Background: an optimization exercise with open tools, aiming at small area, a short achievable clock period and few clock cycles. Do not read the settings as production practice. In this exercise RTL edits were held to simulation tests only and were not proved equivalent to the original. Power and IR drop assume default switching activity.

**constraint.sdc**
```tcl
create_clock -name core_clock -period 12.0 [get_ports {clk_i}]
set_input_delay 2.4000 -clock core_clock [delete_from_list [all_inputs] [get_ports {clk_i}]]
set_output_delay 2.4000 -clock core_clock [all_outputs]
set_load 0.01 [all_outputs]
```
**design.v**
```verilog
`default_nettype none
package bffa_pkg;
  localparam int MapBitsDefault = 4096;
  localparam int WordBits       = 64;
  localparam int WordSelW       = 6;
  localparam int StartW   = 12;
  localparam int LenW     = 13;
  localparam int StatusW  = 2;
  localparam int TotalW   = 13;
  localparam int FdbW     = 12;
  localparam int CfgDataW = 13;
  localparam int CfgIdxW  = 1;
  localparam logic [TotalW-1:0] TotalReset = TotalW'(1024);
  localparam logic [FdbW-1:0]   FdbReset   = FdbW'(32);
  typedef enum logic {
    CMD_ALLOC = 1'b0,
    CMD_FREE  = 1'b1
  } cmd_e;
  typedef enum logic [StatusW-1:0] {
    ST_OK       = 2'd0,
    ST_NO_SPACE = 2'd1,
    ST_ZERO_LEN = 2'd2,
    ST_RANGE    = 2'd3
  } status_e;
  typedef enum logic [CfgIdxW-1:0] {
    CFG_VOLUME_BLOCKS    = 1'b0,
    CFG_FIRST_DATA_BLOCK = 1'b1
  } cfg_idx_e;
  typedef struct packed {
    logic                hit;
    logic [WordSelW-1:0] pos;
    logic [LenW-1:0]     carry;
  } fit_res_t;
endpackage
`default_nettype wire
`default_nettype none
module bffa_ram #(
  parameter int W  = 512,
  parameter int NC = 8
) (
  input  wire logic          clk_i,
  input  wire logic [NC-1:0] ce_i,
  input  wire logic [W-1:0]  mask_i,
  input  wire logic          wbit_i,
  input  wire logic [NC-1:0] rsel_i,
  output logic      [W-1:0]  rdata_o
);
  logic [W-1:0] mem [NC];
  always_ff @(posedge clk_i) begin
    for (int k = 0; k < NC; k++) begin
      for (int b = 0; b < W; b++) begin
        if (ce_i[k] && mask_i[b]) mem[k][b] <= wbit_i;
      end
    end
  end
  always_comb begin
    rdata_o = '0;
    for (int k = 0; k < NC; k++) begin
      rdata_o = rdata_o | (mem[k] & {W{rsel_i[k]}});
    end
  end
endmodule
`default_nettype wire
`default_nettype none
module bffa_fit #(
  parameter int W  = 512,
  parameter int P  = 9,             
  parameter int S  = 32,
  parameter int Q  = 5,             
  parameter int CW = 3              
) (
  input  wire logic [W-1:0]                  free_i,
  input  wire logic [CW-1:0]                 chunk_i,
  input  wire logic [bffa_pkg::LenW-1:0]     len_i,
  input  wire logic [bffa_pkg::LenW-1:0]     lm1_i,
  input  wire logic [bffa_pkg::LenW-1:0]     carry_i,
  input  wire logic [bffa_pkg::LenW:0]       e0_i,
  input  wire logic                          e0_ok_i,
  input  wire logic [bffa_pkg::StartW-1:0]   st0_i,
  output logic                               hit_o,
  output logic [P-1:0]                       pos_o,
  output logic [bffa_pkg::StartW-1:0]        start_o,
  output logic [bffa_pkg::LenW-1:0]          carry_o,
  output logic                               cross_o,    
  output logic                               used_o,     
  output logic [P-1:0]                       last_o,     
  output logic [bffa_pkg::LenW-1:0]          mb_o        
);
  localparam int LenW   = bffa_pkg::LenW;
  localparam int StartW = bffa_pkg::StartW;
  localparam int N      = W / S;
  localparam int EW     = LenW + 1;          
  localparam int HW     = EW - Q;            
  logic [N-1:0]             in_any, u_any;
  logic [N-1:0][Q-1:0]      in_pos, in_st, u_first, u_last;
  logic                     len_small;
  logic [N-1:0][S-1:0]      f;
  logic [N-1:0][Q:0][S-1:0] A;      
  logic [N-1:0][Q:0][S-1:0] Z;      
  logic [Q:0]               zmod;   
  logic [N-1:0][S-1:0]      inner;
  logic [N-1:0][Q:0][S-1:0]          ev_in, ev_uf, ev_ul;
  logic [N-1:0][Q:0][S-1:0][Q-1:0]   ex_in, ex_uf, ex_ul;
  assign len_small = (len_i >> Q) == '0;
  always_comb begin
    zmod[0] = 1'b1;
    for (int k = 0; k < Q; k++) zmod[k+1] = zmod[k] & ~len_i[k];
    for (int i = 0; i < N; i++) begin
      f[i] = free_i[i*S +: S];
      A[i][0] = f[i];
      Z[i][0] = '1;
      for (int k = 0; k < Q; k++) begin
        for (int j = 0; j < S; j++) begin
          if (len_i[k]) begin
            if (j >= (1 << k)) Z[i][k+1][j] = A[i][k][j] & Z[i][k][(j >= (1 << k)) ? j - (1 << k) : 0];
            else if (j == (1 << k) - 1) Z[i][k+1][j] = A[i][k][j] & zmod[k];
            else Z[i][k+1][j] = 1'b0;
          end else begin
            Z[i][k+1][j] = Z[i][k][j];
          end
          if (j >= (1 << k)) A[i][k+1][j] = A[i][k][j] & A[i][k][(j >= (1 << k)) ? j - (1 << k) : 0];
          else A[i][k+1][j] = 1'b0;
        end
      end
      inner[i] = Z[i][Q] & {S{len_small}};
      ev_in[i][0] = inner[i];
      ev_uf[i][0] = ~f[i];
      ev_ul[i][0] = ~f[i];
      for (int j = 0; j < S; j++) begin
        ex_in[i][0][j] = '0;
        ex_uf[i][0][j] = '0;
        ex_ul[i][0][j] = '0;
      end
      for (int l = 1; l <= Q; l++) begin
        for (int n = 0; n < S; n++) begin
          ev_in[i][l][n] = 1'b0; ex_in[i][l][n] = '0;
          ev_uf[i][l][n] = 1'b0; ex_uf[i][l][n] = '0;
          ev_ul[i][l][n] = 1'b0; ex_ul[i][l][n] = '0;
          if (n < (S >> l)) begin
            ev_in[i][l][n] = ev_in[i][l-1][2*n] | ev_in[i][l-1][2*n+1];
            ex_in[i][l][n] = ev_in[i][l-1][2*n] ? ex_in[i][l-1][2*n] : (ex_in[i][l-1][2*n+1] | Q'(1 << (l - 1)));
            ev_uf[i][l][n] = ev_uf[i][l-1][2*n] | ev_uf[i][l-1][2*n+1];
            ex_uf[i][l][n] = ev_uf[i][l-1][2*n] ? ex_uf[i][l-1][2*n] : (ex_uf[i][l-1][2*n+1] | Q'(1 << (l - 1)));
            ev_ul[i][l][n] = ev_ul[i][l-1][2*n] | ev_ul[i][l-1][2*n+1];
            ex_ul[i][l][n] = ev_ul[i][l-1][2*n+1] ? (ex_ul[i][l-1][2*n+1] | Q'(1 << (l - 1))) : ex_ul[i][l-1][2*n];
          end
        end
      end
      in_any[i]  = ev_in[i][Q][0];
      in_pos[i]  = ex_in[i][Q][0];
      in_st[i]   = in_pos[i] - lm1_i[Q-1:0];
      u_any[i]   = ev_uf[i][Q][0];
      u_first[i] = ex_uf[i][Q][0];
      u_last[i]  = ex_ul[i][Q][0];
    end
  end
  logic [N-1:0][Q:0]        ff;             
  logic [N-1:0][Q-1:0]      trl;            
  logic [N-1:0][N-1:0]      sel;            
  logic [N-1:0]             sel0;
  logic [N-1:0]             ok0;
  logic [N-1:0][N-1:0]      okp;
  logic [N-1:0]             x_neg, x_big;   
  logic [N-1:0][Q+1:0]      x_low;
  logic [N-1:0]             y_neg, y_big;   
  logic [N-1:0][Q:0]        y_low;
  logic [N-1:0]             pre_hit, sw_hit, first;
  always_comb begin
    for (int d = 0; d < N; d++) begin
      logic [LenW:0] x;
      x = {1'b0, len_i} - (LenW+1)'(d * S);
      x_neg[d] = x[LenW] || x == '0;
      x_big[d] = !x[LenW] && x > (LenW+1)'(2 * S - 1);
      x_low[d] = x[Q+1:0];
    end
    for (int i = 0; i < N; i++) begin
      logic [LenW+1:0] y;
      y = {2'b00, len_i} - {2'b00, carry_i} - (LenW+2)'(i * S);
      y_neg[i] = y[LenW+1] || y == '0;
      y_big[i] = !y[LenW+1] && y > (LenW+2)'(S);
      y_low[i] = y[Q:0];
    end
    for (int i = 0; i < N; i++) begin
      ff[i]  = u_any[i] ? {1'b0, u_first[i]} : (Q+1)'(S);
      trl[i] = ~u_last[i];
    end
    for (int i = 0; i < N; i++) begin
      sel0[i] = 1'b1;
      for (int j = 0; j < N; j++) begin
        sel[j][i] = 1'b0;
        if (j < i) begin
          sel[j][i] = u_any[j];
          for (int k = j + 1; k < N; k++) if (k < i && u_any[k]) sel[j][i] = 1'b0;
          if (u_any[j]) sel0[i] = 1'b0;
        end
      end
    end
    for (int i = 0; i < N; i++) begin
      ok0[i] = y_neg[i] || (!y_big[i] && ff[i] >= y_low[i]);
      for (int j = 0; j < N; j++) begin
        okp[j][i] = 1'b0;
        if (j < i) begin
          okp[j][i] = x_neg[i-j-1] ||
                      (!x_big[i-j-1] && ((Q+2)'(trl[j]) + (Q+2)'(ff[i])) >= x_low[i-j-1]);
        end
      end
    end
    for (int i = 0; i < N; i++) begin
      pre_hit[i] = sel0[i] && ok0[i];
      for (int j = 0; j < N; j++) if (j < i && sel[j][i] && okp[j][i]) pre_hit[i] = 1'b1;
      sw_hit[i] = pre_hit[i] || in_any[i];
    end
    for (int i = 0; i < N; i++) begin
      first[i] = sw_hit[i];
      for (int k = 0; k < i; k++) if (sw_hit[k]) first[i] = 1'b0;
    end
  end
  logic            w_pre, w_c0;
  logic [N-1:0]    w_cand;          
  logic [N-1:0][Q-1:0]    c_end;    
  logic [N-1:0][P-1:0]    c_st;     
  logic [N-1:0]           c_stw;
  logic [Q-1:0]    w_end, w_in_pos, w_in_st;
  logic [P-1:0]    w_st;
  logic            w_stw;
  logic [P-Q-1:0]  w_sw;
  always_comb begin
    for (int j = 0; j < N; j++) begin
      c_end[j] = u_last[j] + len_i[Q-1:0];
      {c_stw[j], c_st[j]} = {1'b0, P'(j * S) + P'(u_last[j])} + (P+1)'(1);
    end
    hit_o  = |sw_hit;
    w_pre  = 1'b0;
    w_c0   = 1'b0;
    w_cand = '0;
    w_in_pos = '0;
    w_in_st  = '0;
    w_sw     = '0;
    for (int i = 0; i < N; i++) begin
      if (first[i]) begin
        w_pre = pre_hit[i];
        w_c0  = sel0[i];
        w_in_pos = in_pos[i];
        w_in_st  = in_st[i];
        w_sw     = (P-Q)'(i);
      end
      for (int j = 0; j < N; j++) if (first[i] && sel[j][i]) w_cand[j] = 1'b1;
    end
    w_end = '0;
    w_st  = '0;
    w_stw = 1'b0;
    for (int j = 0; j < N; j++) begin
      if (w_cand[j]) begin
        w_end = w_end | c_end[j];
        w_st  = w_st | c_st[j];
        w_stw = w_stw | c_stw[j];
      end
    end
    if (w_pre && w_c0) begin
      pos_o   = e0_i[P-1:0];
      start_o = st0_i;
      cross_o = carry_i != '0;
    end else if (w_pre) begin
      pos_o   = {w_sw, w_end};
      start_o = w_stw ? {chunk_i + CW'(1), P'(0)} : {chunk_i, w_st};
      cross_o = 1'b0;
    end else begin
      pos_o   = {w_sw, w_in_pos};
      start_o = {chunk_i, w_sw, w_in_st};
      cross_o = 1'b0;
    end
    used_o = |u_any;
    last_o = '0;
    for (int i = 0; i < N; i++) if (u_any[i]) last_o = P'(i * S) + P'(u_last[i]);
    carry_o = used_o ? LenW'(W - 1) - LenW'(last_o) : carry_i + LenW'(W);
  end
  logic [Q-1:0]              any_k;
  logic [LenW-1:0]           ib;
  logic [N-1:0][LenW-1:0]    rb;
  logic [LenW-1:0]           mx;
  always_comb begin
    for (int k = 0; k < Q; k++) begin
      any_k[k] = 1'b0;
      for (int i = 0; i < N; i++) any_k[k] = any_k[k] | (|A[i][k]);
    end
    ib = '0;
    for (int k = 0; k < Q; k++) if (any_k[k]) ib = LenW'((2 << k) - 1);
    for (int i = 0; i < N; i++) begin
      rb[i] = sel0[i] ? carry_i + LenW'(i * S) + LenW'(ff[i]) : '0;
      for (int j = 0; j < N; j++) begin
        if (j < i && sel[j][i]) rb[i] = rb[i] | (LenW'(trl[j]) + LenW'((i - j - 1) * S) + LenW'(ff[i]));
      end
    end
    mx = (ib > carry_o) ? ib : carry_o;
    for (int i = 0; i < N; i++) if (rb[i] > mx) mx = rb[i];
    mb_o = (mx >= len_i) ? len_i : mx + LenW'(1);
  end
endmodule
`default_nettype wire
`default_nettype none
module bitmap_first_fit_extent_allocator_unit (
  input  wire logic                          clk_i,
  input  wire logic                          rst_ni,
  input  wire logic                          cfg_we_i,
  input  wire logic [bffa_pkg::CfgIdxW-1:0]  cfg_idx_i,
  input  wire logic [bffa_pkg::CfgDataW-1:0] cfg_data_i,
  input  wire logic                          req_valid_i,
  output      logic                          req_ready_o,
  input  wire logic                          req_command_i,
  input  wire logic [bffa_pkg::StartW-1:0]   req_start_block_i,
  input  wire logic [bffa_pkg::LenW-1:0]     req_run_length_i,
  output      logic                          rsp_valid_o,
  input  wire logic                          rsp_ready_i,
  output      logic [bffa_pkg::StatusW-1:0]  rsp_status_o,
  output      logic [bffa_pkg::StartW-1:0]   rsp_granted_start_o
);
  localparam int MapBits = bffa_pkg::MapBitsDefault;
  localparam int W       = 256;
  localparam int P       = 8;
  localparam int S       = 32;
  localparam int Q       = 5;
  localparam int NC      = MapBits / W;
  localparam int CW      = (NC > 1) ? $clog2(NC) : 1;
  localparam int LenW    = bffa_pkg::LenW;
  localparam int StartW  = bffa_pkg::StartW;
  localparam int BlkW    = 14;
  logic [bffa_pkg::TotalW-1:0] total_q;
  logic [bffa_pkg::FdbW-1:0]   fdb_q;
  always_ff @(posedge clk_i or negedge rst_ni) begin
    if (!rst_ni) begin
      total_q <= bffa_pkg::TotalReset;
      fdb_q   <= bffa_pkg::FdbReset;
    end else if (cfg_we_i) begin
      case (cfg_idx_i)
        bffa_pkg::CFG_VOLUME_BLOCKS:    total_q <= cfg_data_i[bffa_pkg::TotalW-1:0];
        bffa_pkg::CFG_FIRST_DATA_BLOCK: fdb_q   <= cfg_data_i[bffa_pkg::FdbW-1:0];
        default: ;
      endcase
    end
  end
  logic [BlkW-1:0] lim_m1_q;
  logic            no_window_q;
  logic [BlkW-1:0] limit;
  logic [CW-1:0]   fdb_chunk, last_chunk;
  logic [P-1:0]    fdb_off, lim_off;
  assign limit = (BlkW'(total_q) < BlkW'(MapBits)) ? BlkW'(total_q) : BlkW'(MapBits);
  always_ff @(posedge clk_i) begin
    lim_m1_q    <= limit - BlkW'(1);
    no_window_q <= BlkW'(fdb_q) >= limit;
  end
  assign fdb_chunk  = fdb_q[StartW-1:P];
  assign fdb_off    = fdb_q[P-1:0];
  assign last_chunk = lim_m1_q[StartW-1:P];
  assign lim_off    = lim_m1_q[P-1:0];
  logic clr_q, rdy_q;
  always_ff @(posedge clk_i or negedge rst_ni) begin
    if (!rst_ni) begin
      clr_q <= 1'b1;
      rdy_q <= 1'b0;
    end else begin
      clr_q <= 1'b0;
      rdy_q <= 1'b1;
    end
  end
  logic [1:0]        q_cnt;
  logic              q0_cmd, q1_cmd;
  logic [StartW-1:0] q0_start, q1_start;
  logic [LenW-1:0]   q0_len, q1_len;
  logic              q_push, q_pop;
  assign req_ready_o = rdy_q && (q_cnt != 2'd2);
  assign q_push      = req_valid_i && req_ready_o;
  always_ff @(posedge clk_i or negedge rst_ni) begin
    if (!rst_ni) begin
      q_cnt <= '0;
    end else begin
      q_cnt <= q_cnt + (q_push ? 2'd1 : 2'd0) - (q_pop ? 2'd1 : 2'd0);
    end
  end
  always_ff @(posedge clk_i) begin
    if (q_pop) begin
      q0_cmd   <= q1_cmd;
      q0_start <= q1_start;
      q0_len   <= q1_len;
    end
    if (q_push) begin
      if (q_cnt == 2'd0 || (q_cnt == 2'd1 && q_pop)) begin
        q0_cmd   <= req_command_i;
        q0_start <= req_start_block_i;
        q0_len   <= req_run_length_i;
      end else begin
        q1_cmd   <= req_command_i;
        q1_start <= req_start_block_i;
        q1_len   <= req_run_length_i;
      end
    end
  end
  logic              pm_valid;
  logic [StartW-1:0] pm_lo, pm_hi;
  logic              pm_set;
  logic [CW-1:0]     pm_chunk;
  logic              pm_last, pm_free;
  logic [StartW-1:0] new_lo, new_hi;
  logic              load_pm;
  logic [W-1:0]      pm_mask;
  assign pm_chunk = pm_lo[StartW-1:P];
  assign pm_last  = pm_valid && (pm_hi[StartW-1:P] == pm_chunk);
  assign pm_free  = !pm_valid || pm_last;
  localparam int NS = W / S;
  logic [NS-1:0] pm_sw_all, pm_sw_lo, pm_sw_hi, pm_sw_both;
  logic [S-1:0]  pm_th_lo, pm_th_hi;
  always_comb begin
    for (int l = 0; l < S; l++) begin
      pm_th_lo[l] = Q'(l) >= pm_lo[Q-1:0];
      pm_th_hi[l] = Q'(l) <= pm_hi[Q-1:0];
    end
    for (int i = 0; i < NS; i++) begin
      pm_sw_all[i]  = (i > pm_lo[P-1:Q]) && (!pm_last || i < pm_hi[P-1:Q]);
      pm_sw_lo[i]   = (i == pm_lo[P-1:Q]) && (!pm_last || i < pm_hi[P-1:Q]);
      pm_sw_hi[i]   = (i > pm_lo[P-1:Q]) && pm_last && i == pm_hi[P-1:Q];
      pm_sw_both[i] = (i == pm_lo[P-1:Q]) && pm_last && i == pm_hi[P-1:Q];
    end
    for (int b = 0; b < W; b++) begin
      pm_mask[b] = pm_sw_all[b / S] || (pm_sw_lo[b / S] && pm_th_lo[b % S]) ||
                   (pm_sw_hi[b / S] && pm_th_hi[b % S]) ||
                   (pm_sw_both[b / S] && pm_th_lo[b % S] && pm_th_hi[b % S]);
    end
  end
  logic [NC-1:0] ram_ce;
  logic [W-1:0]  ram_mask;
  logic [W-1:0]  ram_rdata;
  logic [NC-1:0] rsel_q;           
  always_comb begin
    for (int k = 0; k < NC; k++) begin
      ram_ce[k] = clr_q || (pm_valid && pm_chunk == CW'(k));
    end
    ram_mask = clr_q ? '1 : pm_mask;
  end
  bffa_ram #(
    .W  (W),
    .NC (NC)
  ) u_map (
    .clk_i   (clk_i),
    .ce_i    (ram_ce),
    .mask_i  (ram_mask),
    .wbit_i  (pm_set && !clr_q),
    .rsel_i  (rsel_q),
    .rdata_o (ram_rdata)
  );
  logic              act_valid;
  logic              act_cmd;
  logic [StartW-1:0] act_start;
  logic [LenW-1:0]   act_len;
  logic [LenW-1:0]   lm1_q;            
  logic [CW-1:0]     cptr_q;
  logic              is_fdb_q, is_last_q;
  logic [LenW-1:0]   carry_q;
  logic              act_exh;
  logic              fwd_en;
  logic [S-1:0]      win_th_lo, win_th_hi;
  logic [NS-1:0]     win_sw_lo, win_sw_loe, win_sw_hi, win_sw_hie;
  logic [W-1:0]      scan_free;
  logic              fit_hit;
  logic [P-1:0]      fit_pos;
  logic [LenW-1:0]   fit_carry;
  logic              fit_cross, fit_used;
  logic [P-1:0]      fit_last;
  logic [LenW-1:0]   fit_mb;
  always_comb begin
    fwd_en = 1'b0;
    for (int k = 0; k < NC; k++) begin
      if (rsel_q[k] && pm_valid && pm_chunk == CW'(k)) fwd_en = 1'b1;
    end
    for (int l = 0; l < S; l++) begin
      win_th_lo[l] = Q'(l) < fdb_off[Q-1:0];
      win_th_hi[l] = Q'(l) > lim_off[Q-1:0];
    end
    for (int i = 0; i < NS; i++) begin
      win_sw_lo[i]  = is_fdb_q && i < fdb_off[P-1:Q];
      win_sw_loe[i] = is_fdb_q && i == fdb_off[P-1:Q];
      win_sw_hi[i]  = is_last_q && i > lim_off[P-1:Q];
      win_sw_hie[i] = is_last_q && i == lim_off[P-1:Q];
    end
    for (int b = 0; b < W; b++) begin
      scan_free[b] = !(((fwd_en && pm_mask[b]) ? pm_set : ram_rdata[b]) ||
                       win_sw_lo[b / S] || (win_sw_loe[b / S] && win_th_lo[b % S]) ||
                       win_sw_hi[b / S] || (win_sw_hie[b / S] && win_th_hi[b % S]));
    end
  end
  logic [LenW:0]     fit_e0;
  logic [StartW-1:0] fit_st0, fit_start;
  assign fit_e0  = {1'b0, lm1_q} - {1'b0, carry_q};
  assign fit_st0 = {cptr_q, P'(0)} - StartW'(carry_q);
  bffa_fit #(
    .W  (W),
    .P  (P),
    .S  (S),
    .Q  (Q),
    .CW (CW)
  ) u_fit (
    .free_i  (scan_free),
    .chunk_i (cptr_q),
    .len_i   (act_len),
    .lm1_i   (lm1_q),
    .carry_i (carry_q),
    .e0_i    (fit_e0),
    .e0_ok_i (carry_q < act_len),
    .st0_i   (fit_st0),
    .hit_o   (fit_hit),
    .pos_o   (fit_pos),
    .start_o (fit_start),
    .carry_o (fit_carry),
    .cross_o (fit_cross),
    .used_o  (fit_used),
    .last_o  (fit_last),
    .mb_o    (fit_mb)
  );
  logic                 out_valid_q;
  bffa_pkg::status_e    out_status_q;
  logic [StartW-1:0]    out_start_q;
  logic                 out_free;
  logic [BlkW-1:0]      free_end, free_end_m1, hit_end, hit_start;
  logic                 is_alloc, scan_ok, upd;
  logic                 done, hit_mark, scan_fail;
  bffa_pkg::status_e    res_status;
  logic [StartW-1:0]    res_start;
  logic                 new_set;
  logic [CW-1:0]        ld_chunk, st_chunk;
  logic                 ld_none, st_none;
  logic [LenW-1:0]      ld_carry, st_carry;
  assign out_free    = !out_valid_q || rsp_ready_i;
  assign free_end    = BlkW'(act_start) + BlkW'(act_len);
  assign free_end_m1 = free_end - BlkW'(1);
  assign hit_end     = {2'b00, cptr_q, fit_pos};
  assign hit_start   = BlkW'(fit_start);
  assign is_alloc = act_valid && act_len != '0 && act_cmd == bffa_pkg::CMD_ALLOC;
  assign scan_ok  = pm_free && out_free;
  assign upd      = is_alloc && !no_window_q && !act_exh && scan_ok;
  assign hit_mark  = upd && fit_hit;
  assign scan_fail = upd && !fit_hit;
  always_comb begin
    done       = 1'b0;
    load_pm    = 1'b0;
    res_status = bffa_pkg::ST_OK;
    res_start  = '0;
    new_lo     = hit_start[StartW-1:0];
    new_hi     = hit_end[StartW-1:0];
    new_set    = 1'b1;
    if (act_valid) begin
      if (act_len == '0) begin
        res_status = bffa_pkg::ST_ZERO_LEN;
        done       = out_free;
      end else if (act_cmd == bffa_pkg::CMD_FREE) begin
        new_lo  = act_start;
        new_hi  = free_end_m1[StartW-1:0];
        new_set = 1'b0;
        if (free_end > BlkW'(MapBits)) begin
          res_status = bffa_pkg::ST_RANGE;
          done       = out_free;
        end else begin
          done    = out_free && pm_free;
          load_pm = done;
        end
      end else if (no_window_q || act_exh) begin
        res_status = bffa_pkg::ST_NO_SPACE;
        done       = out_free;
      end else if (scan_ok) begin
        if (fit_hit) begin
          res_start = hit_start[StartW-1:0];
          done      = 1'b1;
          load_pm   = 1'b1;
        end else if (is_last_q || st_none) begin
          res_status = bffa_pkg::ST_NO_SPACE;
          done       = 1'b1;
        end
      end
    end
  end
  assign q_pop = (q_cnt != 2'd0) && (!act_valid || done);
  always_ff @(posedge clk_i or negedge rst_ni) begin
    if (!rst_ni) begin
      act_valid <= 1'b0;
      pm_valid  <= 1'b0;
    end else begin
      if (q_pop) act_valid <= 1'b1;
      else if (done) act_valid <= 1'b0;
      if (load_pm) pm_valid <= 1'b1;
      else if (pm_last) pm_valid <= 1'b0;
    end
  end
  always_ff @(posedge clk_i) begin
    if (q_pop) begin
      act_cmd   <= q0_cmd;
      act_start <= q0_start;
      act_len   <= q0_len;
      lm1_q     <= q0_len - LenW'(1);
      cptr_q    <= ld_chunk;
      carry_q   <= ld_carry;
      act_exh   <= ld_none;
      is_fdb_q  <= ld_chunk == fdb_chunk;
      is_last_q <= ld_chunk == last_chunk;
      for (int k = 0; k < NC; k++) rsel_q[k] <= ld_chunk == CW'(k);
    end else if (upd) begin
      cptr_q    <= st_chunk;
      carry_q   <= st_carry;
      is_fdb_q  <= 1'b0;
      is_last_q <= st_chunk == last_chunk;
      for (int k = 0; k < NC; k++) rsel_q[k] <= st_chunk == CW'(k);
    end
    if (load_pm) begin
      pm_lo  <= new_lo;
      pm_hi  <= new_hi;
      pm_set <= new_set;
    end else if (pm_valid && !pm_last) begin
      pm_lo <= {pm_chunk + CW'(1), P'(0)};
    end
  end
  logic [NC-1:0]           mv_q, tv_q;
  logic [NC-1:0][LenW-1:0] m_q;
  logic [NC-1:0][P-1:0]    tr_q;
  logic [NC-1:0]           sk_load, sk_step, excl;
  logic [CW-1:0]           fr_ca, fr_cb;
  logic                    hm_q, hm_used;
  logic [NC-1:0]           hm_sel;
  logic [P-1:0]            hm_pos, hm_last;
  always_ff @(posedge clk_i or negedge rst_ni) begin
    if (!rst_ni) hm_q <= 1'b0;
    else         hm_q <= hit_mark && !cfg_we_i;
  end
  always_ff @(posedge clk_i) begin
    hm_sel  <= rsel_q;
    hm_pos  <= fit_pos;
    hm_last <= fit_last;
    hm_used <= fit_used;
  end
  assign fr_ca = act_start[StartW-1:P];
  assign fr_cb = free_end_m1[StartW-1:P];
  always_comb begin
    for (int c = 0; c < NC; c++) begin
      excl[c] = cfg_we_i ||
                (is_alloc && rsel_q[c]) ||
                (hm_q && hm_sel[c]) ||
                (is_alloc && carry_q != '0 && CW'(c) < cptr_q) ||
                (act_valid && act_cmd == bffa_pkg::CMD_FREE && CW'(c) >= fr_ca);
      sk_load[c] = mv_q[c] && tv_q[c] && (m_q[c] <= q0_len) && !excl[c];
      sk_step[c] = mv_q[c] && tv_q[c] && (m_q[c] <= act_len) && !(hm_q && hm_sel[c]);
    end
    ld_none  = 1'b1;
    ld_chunk = fdb_chunk;
    for (int c = NC - 1; c >= 0; c--) begin
      if (CW'(c) >= fdb_chunk && CW'(c) <= last_chunk && !sk_load[c]) begin
        ld_none  = 1'b0;
        ld_chunk = CW'(c);
      end
    end
    ld_carry = '0;
    for (int c = 1; c < NC; c++) begin
      if (CW'(c) == ld_chunk && ld_chunk != fdb_chunk) ld_carry = LenW'(tr_q[c-1]);
    end
    st_none  = 1'b1;
    st_chunk = cptr_q;
    for (int c = NC - 1; c >= 0; c--) begin
      if (CW'(c) > cptr_q && CW'(c) <= last_chunk && !sk_step[c]) begin
        st_none  = 1'b0;
        st_chunk = CW'(c);
      end
    end
    st_carry = fit_carry;
    for (int c = 1; c < NC; c++) begin
      if (CW'(c) == st_chunk && st_chunk != cptr_q + CW'(1)) st_carry = LenW'(tr_q[c-1]);
    end
  end
  always_ff @(posedge clk_i or negedge rst_ni) begin
    if (!rst_ni) begin
      mv_q <= '0;
      tv_q <= '0;
    end else if (cfg_we_i) begin
      mv_q <= '0;
      tv_q <= '0;
    end else begin
      for (int c = 0; c < NC; c++) begin
        if (hm_q && hm_sel[c]) tv_q[c] <= 1'b1;
        if (scan_fail && rsel_q[c]) begin
          mv_q[c] <= 1'b1;
          tv_q[c] <= fit_used;
        end
        if (hit_mark && fit_cross && CW'(c) < cptr_q) tv_q[c] <= 1'b0;
        if (load_pm && !new_set) begin
          if (CW'(c) >= fr_ca && CW'(c) <= fr_cb) tv_q[c] <= 1'b0;
          if (CW'(c) >= fr_ca) begin
            if (CW'(c) <= fr_cb) mv_q[c] <= 1'b0;
            else begin
              mv_q[c] <= 1'b0;
              for (int k = 0; k < NC; k++) begin
                if (CW'(k) > fr_cb && k < c && tv_q[k]) mv_q[c] <= mv_q[c];
              end
            end
          end
        end
      end
    end
  end
  always_ff @(posedge clk_i) begin
    for (int c = 0; c < NC; c++) begin
      if (hm_q && hm_sel[c]) begin
        tr_q[c] <= ~((hm_used && hm_last > hm_pos) ? hm_last : hm_pos);
      end
      if (scan_fail && rsel_q[c]) m_q[c] <= (mv_q[c] && m_q[c] < fit_mb) ? m_q[c] : fit_mb;
      if (scan_fail && rsel_q[c]) tr_q[c] <= ~fit_last;
    end
  end
  always_ff @(posedge clk_i or negedge rst_ni) begin
    if (!rst_ni) begin
      out_valid_q <= 1'b0;
    end else if (done) begin
      out_valid_q <= 1'b1;
    end else if (rsp_ready_i) begin
      out_valid_q <= 1'b0;
    end
  end
  always_ff @(posedge clk_i) begin
    if (done) begin
      out_status_q <= res_status;
      out_start_q  <= res_start;
    end
  end
  assign rsp_valid_o         = out_valid_q;
  assign rsp_status_o        = out_status_q;
  assign rsp_granted_start_o = out_start_q;
endmodule
`default_nettype wire
```
**config.mk**
```make
export PLATFORM = sky130hd
export DESIGN_NAME = bitmap_first_fit_extent_allocator_unit
export DESIGN_NICKNAME = bitmap_first_fit_extent_allocator_unit
export VERILOG_FILES = /design/flow/design.v
export SDC_FILE = /design/flow/constraint.sdc
export NUM_CORES = 4
export LEC_CHECK = 0
export CAP_MARGIN = 20
export CORE_MARGIN = 2
export CORE_UTILIZATION = 35
export GPL_TIMING_DRIVEN = 0
export PLACE_DENSITY = 0.55
export SETUP_SLACK_MARGIN = 0.1
export SLEW_MARGIN = 20
```
**run.sh**
```bash
#!/bin/bash
# synth_recipe.tcl (not shown) runs the flow's synth.tcl, then flattens the netlist and writes it again
# the make line also repeats each setting of config.mk as NAME=value (left out here)
make -C /OpenROAD-flow-scripts/flow DESIGN_CONFIG=/design/flow/config.mk WORK_HOME=/design/flow/orfs CLKGATE_MAP_FILE= SYNTH_SCRIPT=/design/flow/synth_recipe.tcl finish
```
==> results of run 1 <==
## cells in the mapped netlist (93+ instances only)
library cell and count:
a2111oi_0 105, a211oi_1 224, a21o_1 351, a21oi_1 1348, a221oi_1 865, a22o_1 644, a22oi_1 1022, a31oi_1 192
and2_1 154, and3_1 186, buf_1 257, buf_2 382, clkbuf_1 1511, edfxtp_1 4559, ha_1 1336, inv_1 532
mux2_2 173, mux2i_1 331, nand2_1 1437, nand2b_1 194, nand3_1 679, nand4_1 556, nor2_1 5528, nor2b_1 223
nor3_1 456, nor4_1 276, o211ai_1 181, o21a_1 211, o21ai_0 892, o21bai_1 113, o221ai_1 139, o22ai_1 279
or2_2 104, xnor2_1 267, xor2_1 93
## per-layer routing
metal,GRT usage,overflow
met3,0.484,13
met2,0.848,455
met5,0.200,2
met4,0.620,426
met1,0.729,2
## power by group through the flow
| stage | Sequential, µW | Clock [µW] | Combinational, µW |
|---|---|---|---|
| after floorplan | 28500 | 0 | 34000 |
| after global placement | 28200 | 0 | 77000 |
| after detailed placement | 27700 | 0 | 89000 |
| after CTS | 27200 | 16400 | 97800 |
## cell families after synthesis
| group | synth area share |
|---|---|
| muxes | 0.0196 |
| xor gates and xnor gates | 0.0114 |
| AOI/OAI and AO/OA | 0.195 |
| DFF | 0.502 |
| buffers and inverters | 0.0409 |
| and+or+nand+nor | 0.167 |
| other | 0.0000269 |
| adders and majority gates | 0.0640 |
## repair_timing
item / in CTS
endpoints found under the setup margin: 936
resized for setup: 2961
cloned: 7
buffers inserted: 635
endpoints found under the hold margin: 0
pin swaps: 337
hold buffers: 0
## worst max-delay path by stage
stage,startpoint,end,slack [ns],depth (start not counted)
floorplan,pm_set,u_map.mem[0][0],-28.01,8
global placement,pm_set,u_map.mem[0][70],-56.67,8
detailed placement,rsel_q[11],m_q[59],-35.93,171
CTS,fdb_q[5],m_q[172],-18.76,179
## stage by stage
step / instance area, µm² / hold slack (ns) / total power [µW] / instances / setup WS, ns
detailed placement: 319000 / 0.351 / 117000 / 39300 / -35.93
floorplan: 279000 / 0.343 / 62400 / 27600 / -28.01
CTS: 354000 / 0.393 / 141000 / 40900 / -18.76
global placement: 293000 / 0.349 / 105000 / 38200 / -56.67
==> results.toml, run 1 <==
[place]
place_hpwl_mm = 1950
gp_congestion = 1.26
portBuffers = 60

[synth]
ys_top_cells_by_area = "edfxtp_1 (49%), nor2_1 (7.4%), ha_1 (6.0%)"
synth_largest_type_area_fraction = 0.491
syn_inst = 27600
async_flop_share = 0.0138
ys_seq_area_frac = 0.502
synth_edf_count = 4559
synth_area_um2 = 279000
synth_seq_cells = 4696
yosysUniqueCellTypes = 136
yosys_warnings = 4
syn_avg_cell_area_um2 = 10.1
synth_top_area_cell = "edfxtp_1"
synth_nets = 29100
ys.flop_type = "edfxtp_1"

[run_status]
status = "did not finish"
lastStage = "global routing (5_1_grt)"
stop_error = "[ERROR GRT-0116] Global routing finished with congestion. Check the congestion regions in the DRC Viewer."

[floorplanning]
rows = 327
pin_count = 61
start_util = 0.352
fp.dieH_um = 897
die_x_um = 897

[global_route]
grt_usage = 0.680
grt_max_degree = 45
grt_pass1_wl_mm = 3670
grt_pass1_vias = 313000
gr-total-overflow = 898

[cts]
cts_made_buffers = 536
clk_path_buf_depth = 4
clock_sinks = 4696
root_buffer = "clkbuf_16"
htreeDepth = 6
Testbench counts, summed over its fixed seeds: cycles 8,964.
==> inputs of run 2 (changes only) <==
--- a/design.v
+++ b/design.v
@@ -71,2 +71,4 @@
 ) (
+  input  wire logic                          clk_i,
+  input  wire logic                          adv_i,      
   input  wire logic [W-1:0]                  free_i,
@@ -85,4 +87,3 @@
   output logic                               used_o,     
-  output logic [P-1:0]                       last_o,     
-  output logic [bffa_pkg::LenW-1:0]          mb_o        
+  output logic [P-1:0]                       last_o      
 );
@@ -93,4 +94,5 @@
   localparam int HW     = EW - Q;            
-  logic [N-1:0]             in_any, u_any;
+  logic [N-1:0]             in_any, u_any, c_in_any, c_u_any;
   logic [N-1:0][Q-1:0]      in_pos, in_st, u_first, u_last;
+  logic [N-1:0][Q-1:0]      c_in_pos, c_in_st, c_u_first, c_u_last;
   logic                     len_small;
@@ -148,8 +150,18 @@
       end
-      in_any[i]  = ev_in[i][Q][0];
-      in_pos[i]  = ex_in[i][Q][0];
-      in_st[i]   = in_pos[i] - lm1_i[Q-1:0];
-      u_any[i]   = ev_uf[i][Q][0];
-      u_first[i] = ex_uf[i][Q][0];
-      u_last[i]  = ex_ul[i][Q][0];
+      c_in_any[i]  = ev_in[i][Q][0];
+      c_in_pos[i]  = ex_in[i][Q][0];
+      c_in_st[i]   = c_in_pos[i] - lm1_i[Q-1:0];
+      c_u_any[i]   = ev_uf[i][Q][0];
+      c_u_first[i] = ex_uf[i][Q][0];
+      c_u_last[i]  = ex_ul[i][Q][0];
+    end
+  end
+  always_ff @(posedge clk_i) begin
+    if (adv_i) begin
+      in_any  <= c_in_any;
+      in_pos  <= c_in_pos;
+      in_st   <= c_in_st;
+      u_any   <= c_u_any;
+      u_first <= c_u_first;
+      u_last  <= c_u_last;
     end
@@ -276,23 +288,2 @@
   end
-  logic [Q-1:0]              any_k;
-  logic [LenW-1:0]           ib;
-  logic [N-1:0][LenW-1:0]    rb;
-  logic [LenW-1:0]           mx;
-  always_comb begin
-    for (int k = 0; k < Q; k++) begin
-      any_k[k] = 1'b0;
-      for (int i = 0; i < N; i++) any_k[k] = any_k[k] | (|A[i][k]);
-    end
-    ib = '0;
-    for (int k = 0; k < Q; k++) if (any_k[k]) ib = LenW'((2 << k) - 1);
-    for (int i = 0; i < N; i++) begin
-      rb[i] = sel0[i] ? carry_i + LenW'(i * S) + LenW'(ff[i]) : '0;
-      for (int j = 0; j < N; j++) begin
-        if (j < i && sel[j][i]) rb[i] = rb[i] | (LenW'(trl[j]) + LenW'((i - j - 1) * S) + LenW'(ff[i]));
-      end
-    end
-    mx = (ib > carry_o) ? ib : carry_o;
-    for (int i = 0; i < N; i++) if (rb[i] > mx) mx = rb[i];
-    mb_o = (mx >= len_i) ? len_i : mx + LenW'(1);
-  end
 endmodule
@@ -453,3 +444,6 @@
   logic [LenW-1:0]   lm1_q;            
-  logic [CW-1:0]     cptr_q;
+  logic [CW-1:0]     cptr_q;           
+  logic [CW-1:0]     c2_q;             
+  logic [NC-1:0]     rsel2_q;
+  logic              s1v_q, s2v_q;
   logic              is_fdb_q, is_last_q;
@@ -466,3 +460,2 @@
   logic [P-1:0]      fit_last;
-  logic [LenW-1:0]   fit_mb;
   always_comb begin
@@ -491,3 +484,3 @@
   assign fit_e0  = {1'b0, lm1_q} - {1'b0, carry_q};
-  assign fit_st0 = {cptr_q, P'(0)} - StartW'(carry_q);
+  assign fit_st0 = {c2_q, P'(0)} - StartW'(carry_q);
   bffa_fit #(
@@ -499,4 +492,6 @@
   ) u_fit (
+    .clk_i   (clk_i),
+    .adv_i   (upd),
     .free_i  (scan_free),
-    .chunk_i (cptr_q),
+    .chunk_i (c2_q),
     .len_i   (act_len),
@@ -513,4 +508,3 @@
     .used_o  (fit_used),
-    .last_o  (fit_last),
-    .mb_o    (fit_mb)
+    .last_o  (fit_last)
   );
@@ -532,3 +526,3 @@
   assign free_end_m1 = free_end - BlkW'(1);
-  assign hit_end     = {2'b00, cptr_q, fit_pos};
+  assign hit_end     = {2'b00, c2_q, fit_pos};
   assign hit_start   = BlkW'(fit_start);
@@ -536,5 +530,5 @@
   assign scan_ok  = pm_free && out_free;
-  assign upd      = is_alloc && !no_window_q && !act_exh && scan_ok;
-  assign hit_mark  = upd && fit_hit;
-  assign scan_fail = upd && !fit_hit;
+  assign hit_mark  = is_alloc && !no_window_q && !act_exh && scan_ok && s2v_q && fit_hit;
+  assign scan_fail = is_alloc && !no_window_q && !act_exh && scan_ok && s2v_q && !fit_hit;
+  assign upd       = is_alloc && !no_window_q && !act_exh && scan_ok && s1v_q && !hit_mark;
   always_comb begin
@@ -565,3 +559,3 @@
         done       = out_free;
-      end else if (scan_ok) begin
+      end else if (scan_ok && s2v_q) begin
         if (fit_hit) begin
@@ -570,3 +564,3 @@
           load_pm   = 1'b1;
-        end else if (is_last_q || st_none) begin
+        end else if (!s1v_q) begin
           res_status = bffa_pkg::ST_NO_SPACE;
@@ -580,2 +574,14 @@
     if (!rst_ni) begin
+      s1v_q <= 1'b0;
+      s2v_q <= 1'b0;
+    end else if (q_pop) begin
+      s1v_q <= !ld_none;
+      s2v_q <= 1'b0;
+    end else if (upd) begin
+      s1v_q <= !st_none;
+      s2v_q <= 1'b1;
+    end
+  end
+  always_ff @(posedge clk_i or negedge rst_ni) begin
+    if (!rst_ni) begin
       act_valid <= 1'b0;
@@ -602,4 +608,6 @@
     end else if (upd) begin
+      c2_q      <= cptr_q;
+      rsel2_q   <= rsel_q;
+      if (s2v_q) carry_q <= st_carry;
       cptr_q    <= st_chunk;
-      carry_q   <= st_carry;
       is_fdb_q  <= 1'b0;
@@ -629,3 +637,3 @@
   always_ff @(posedge clk_i) begin
-    hm_sel  <= rsel_q;
+    hm_sel  <= rsel2_q;
     hm_pos  <= fit_pos;
@@ -639,5 +647,5 @@
       excl[c] = cfg_we_i ||
-                (is_alloc && rsel_q[c]) ||
+                (is_alloc && rsel2_q[c]) ||
                 (hm_q && hm_sel[c]) ||
-                (is_alloc && carry_q != '0 && CW'(c) < cptr_q) ||
+                (is_alloc && carry_q != '0 && CW'(c) < c2_q) ||
                 (act_valid && act_cmd == bffa_pkg::CMD_FREE && CW'(c) >= fr_ca);
@@ -668,3 +676,3 @@
     for (int c = 1; c < NC; c++) begin
-      if (CW'(c) == st_chunk && st_chunk != cptr_q + CW'(1)) st_carry = LenW'(tr_q[c-1]);
+      if (CW'(c) == cptr_q && cptr_q != c2_q + CW'(1)) st_carry = LenW'(tr_q[c-1]);
     end
@@ -681,3 +689,3 @@
         if (hm_q && hm_sel[c]) tv_q[c] <= 1'b1;
-        if (scan_fail && rsel_q[c]) begin
+        if (scan_fail && rsel2_q[c]) begin
           mv_q[c] <= 1'b1;
@@ -685,3 +693,3 @@
         end
-        if (hit_mark && fit_cross && CW'(c) < cptr_q) tv_q[c] <= 1'b0;
+        if (hit_mark && fit_cross && CW'(c) < c2_q) tv_q[c] <= 1'b0;
         if (load_pm && !new_set) begin
@@ -706,4 +714,4 @@
       end
-      if (scan_fail && rsel_q[c]) m_q[c] <= (mv_q[c] && m_q[c] < fit_mb) ? m_q[c] : fit_mb;
-      if (scan_fail && rsel_q[c]) tr_q[c] <= ~fit_last;
+      if (scan_fail && rsel2_q[c]) m_q[c] <= (mv_q[c] && m_q[c] < act_len) ? m_q[c] : act_len;
+      if (scan_fail && rsel2_q[c]) tr_q[c] <= ~fit_last;
     end
--- a/config.mk
+++ b/config.mk
@@ -9,5 +9,5 @@
 export CORE_MARGIN = 2
-export CORE_UTILIZATION = 35
+export CORE_UTILIZATION = 30
 export GPL_TIMING_DRIVEN = 0
-export PLACE_DENSITY = 0.55
+export PLACE_DENSITY = 0.5
 export SETUP_SLACK_MARGIN = 0.1
==> run 2 against run 1 <==
Net effect: the layout now fails its checks (capacitance limit, slew limit, setup timing); synthesized cell count fell by 10%; area after synthesis decreased by 4.8%.
==> results.toml, run 2 <==
[setup_path]
critical-path-top-delay-family = "buffers and inverters"
r2r_cells = 26
worstPathMaxFanout = 15
required_ns = 12.86
cp-end-kind = "flop"
worstSetupEndpoint = "u_fit.in_st[19]"
crit_buf_inv = 10
cp.depth = 26
crit_start = "rsel_q[4]"
slowest_stage = "buf_2"
regToRegStartpoint = "rsel_q[4]"
worstSetupStartpointType = "flop"
criticalPathCategory = "flop to flop"
r2r_end = "u_fit.in_st[19]"
max_stage_delay_ns = 1.04
crit_top_cell = "buf_2"
reg2reg_slack_ns = -0.67
worstPathArrival_ns = 13.53

[finish]
largest_reg_flops = 4096
largest_register = "u_map.mem"
drive_gt1_frac = 0.160
reg_top3 = "u_map.mem (4096), m_q (208), tr_q (120)"
final_common_cell = "nor2_1"
layout_common_cells = "nor2_1 (5072), edfxtp_1 (4755), nand2_1 (1115)"
final_nets = 27700
fin_area_um2 = 330000
area_delta_synth_final_pct = 24.2
multi_input_area_um2 = 114000
seqCellArea_um2 = 146000
n_fill_cell = 87800

[cts]
htreeDepth = 6
clk_path_buf_depth = 4
cts.clk_slew.worst_paths_ns = 0.07
cts_made_buffers = 570
tritoncts = "built"
cts-hold-fix-buffers = 0
root_buffer = "clkbuf_16"
clock_sinks = 4894
clk_latency_ns = 1.28

[timing]
setup_viol_count_final = 31
fmax_mhz = 78.9
clock_skew_ns = 0.161
grt_setup_unrepaired = "no"
whs_ns = 0.404
worst_slack_ns = -0.668
worst_slew_pin_slew_ns = 1.57
hold_violations = 0
period_minus_slack_ns = 12.67
post-route-period-util = 1.06
drv_slew = 16
slew_headroom = -0.0496

[routing]
route.vias.total = 275000
first_iter_violations = 50400
drt_wl_total_mm = 2380
antenna_left = 0
wire_per_inst_um = 60.0
drtPass1Iterations = 8
drc = 0
via_per_inst = 6.92

[global_route]
grt_max_degree = 46
grt_usage = 0.513
grt_pass1_vias = 240000
grt_pass1_wl_mm = 2910
antenna_found_initial = 540
gr-total-overflow = 0

[synth]
ys_top_cells_by_area = "edfxtp_1 (54%), nor2_1 (7.4%), ha_1 (4.5%)"
yosysMostFrequentCell = "nor2_1"
synth_common_cells = "nor2_1 (5220), edfxtp_1 (4755), clkbuf_1 (1404), nand2_1 (1134), a22oi_1 (1108)"
synth_top_area_cell = "edfxtp_1"
syn_avg_cell_area_um2 = 10.7
synth_area_um2 = 265000
syn_inst = 24900
ys_seq_area_frac = 0.550
yosys_warnings = 4
async_flop_share = 0.0137
synth_nets = 25900
synth_edf_count = 4755
yosysUniqueCellTypes = 150
ys.flop_type = "edfxtp_1"
synth_largest_type_area_fraction = 0.538
synth_seq_cells = 4894

[run_status]
status = "finished with violations"
check.faults = "capacitance limit, slew limit, setup timing"

[floorplanning]
start_util = 0.301
die-area_um2 = 892000
core-area_um2 = 882000
rows = 345
fp.dieH_um = 945
pin_count = 61
die_x_um = 945

[pwr]
peakVddDrop_uv = 216
p_per_area_nw_per_um2 = 363
total_leakage_power_uw = 0.120

[run]
drv_cap = 2

[place]
gp_congestion = 1.14
portBuffers = 59
place_hpwl_mm = 1860
dpl_cell_area_um2 = 309000

[hold_path]
hold_path.class = "flop to flop"
hold-path-cell-count = 0
==> run 2: changes by cell type after synthesis, sizes merged, moves of 131 or more <==
cell,change
ha,-383
a21oi,-311
nor2,-304
nand2,-303
edfxtp,+196
o21ai,-131
==> run 2: area by class of cell <==
cell class	count	area share
antenna	778	0.00591
buffer	2054	0.0300
inverter	515	0.00589
sequential	4894	0.443
timing repair buffer	1227	0.0689
tap	11800	0.0448
multi-input combinational	17400	0.347
clock buffer	711	0.0452
clock inverter	312	0.0102
==> run 2: timing repair <==
item,CTS,global route
buffers inserted,8,4
hold endpoints to repair,0,0
pin swaps,4,2
cloned,0,0
gates resized for setup,77,44
setup endpoints to repair,945,37
==> run 2: stage by stage <==
stage / util / setup slack (ns) / instances / TNS, ns / total power [µW]
after floorplan: - / -28.06 / 24900 / - / 51200
after global placement: 0.318 / -59.19 / 36700 / - / 90000
after detailed placement: 0.350 / -2.53 / 37800 / -1013.92 / 95900
after CTS: 0.371 / 0.102 / 38900 / 0 / 114000
after global routing: 0.372 / 0.109 / 39200 / 0 / 118000
final: 0.374 / -0.668 / 39700 / -6.20 / 120000
==> run 2: cells by family after synthesis <==
logic type	share of synthesized area
and+or+nand+nor	0.152
AOI/OAI and AO/OA	0.184
DFF	0.550
buffers and inverters	0.0396
adders and majority gates	0.0485
muxes	0.0168
xor gates and xnor gates	0.00932
other	0.0000283
==> run 2: worst register-to-register path, delay by kind of cell (launching register included) <==
kind	cells	cell delay (ns)
compound gates	9	2.58
xor+xnor	2	0.31
fa+ha+maj	2	0.72
buf+inv	10	6.31
flops	1	0.92
mux	1	0.58
simple gates	2	0.98
==> run 2: how the worst min path moves through the flow <==
| stage | start | slack (ns) | to |
|---|---|---|---|
| floorplan | rsel2_q[4] | 0.36 | hm_sel[4] |
| global placement | rsel2_q[13] | 0.39 | hm_sel[13] |
| detailed placement | rsel2_q[13] | 0.39 | hm_sel[13] |
| CTS | rsel2_q[4] | 0.39 | hm_sel[4] |
| global route | rsel2_q[13] | 0.41 | hm_sel[13] |
| finish | rsel2_q[4] | 0.40 | hm_sel[4] |
==> run 2: per-layer routing <==
layer | up-vias | track usage | share of wire
li1 | 99500 | - | -
met1 | 140000 | 0.568 | 0.34
met2 | 26300 | 0.726 | 0.41
met3 | 8147 | 0.218 | 0.13
met4 | 122 | 0.506 | 0.12
met5 | - | 0.0189 | 0.00067
==> run 2: power by group <==
part | internal [µW] | switching, µW
combinational | 17400 | 58100
clock | 9550 | 8330
sequential | 24500 | 1900
total | 51400 | 68300
Testbench counts of run 2, summed over its fixed seeds: cycles 13,238.

-- afterwards: timing with drivers on the ports --
How much do the figures lean on ideal ports? The routed layout below was timed once more, with nothing changed but the port constraints. Step 1: set_driving_cell puts a clkbuf_16 on clk_i and a buf_2 on each other input, an assumption about the parent block. Step 2 also shifts input and output timing later by t, the mid clock arrival at the registers, as if the neighbouring blocks saw the same clock. Slacks: no drivers / after step 1 / after step 2; pairs: no drivers / after step 1.
run: run 2
t, ns: 1.373
setup slack, ns: -0.668 / -0.668 / -0.668
worst slew at a driven data input, ns: 0.15
For run 2, drivers alone change the setup slack by 0.000 ns; drivers and shift together by 0.000 ns.
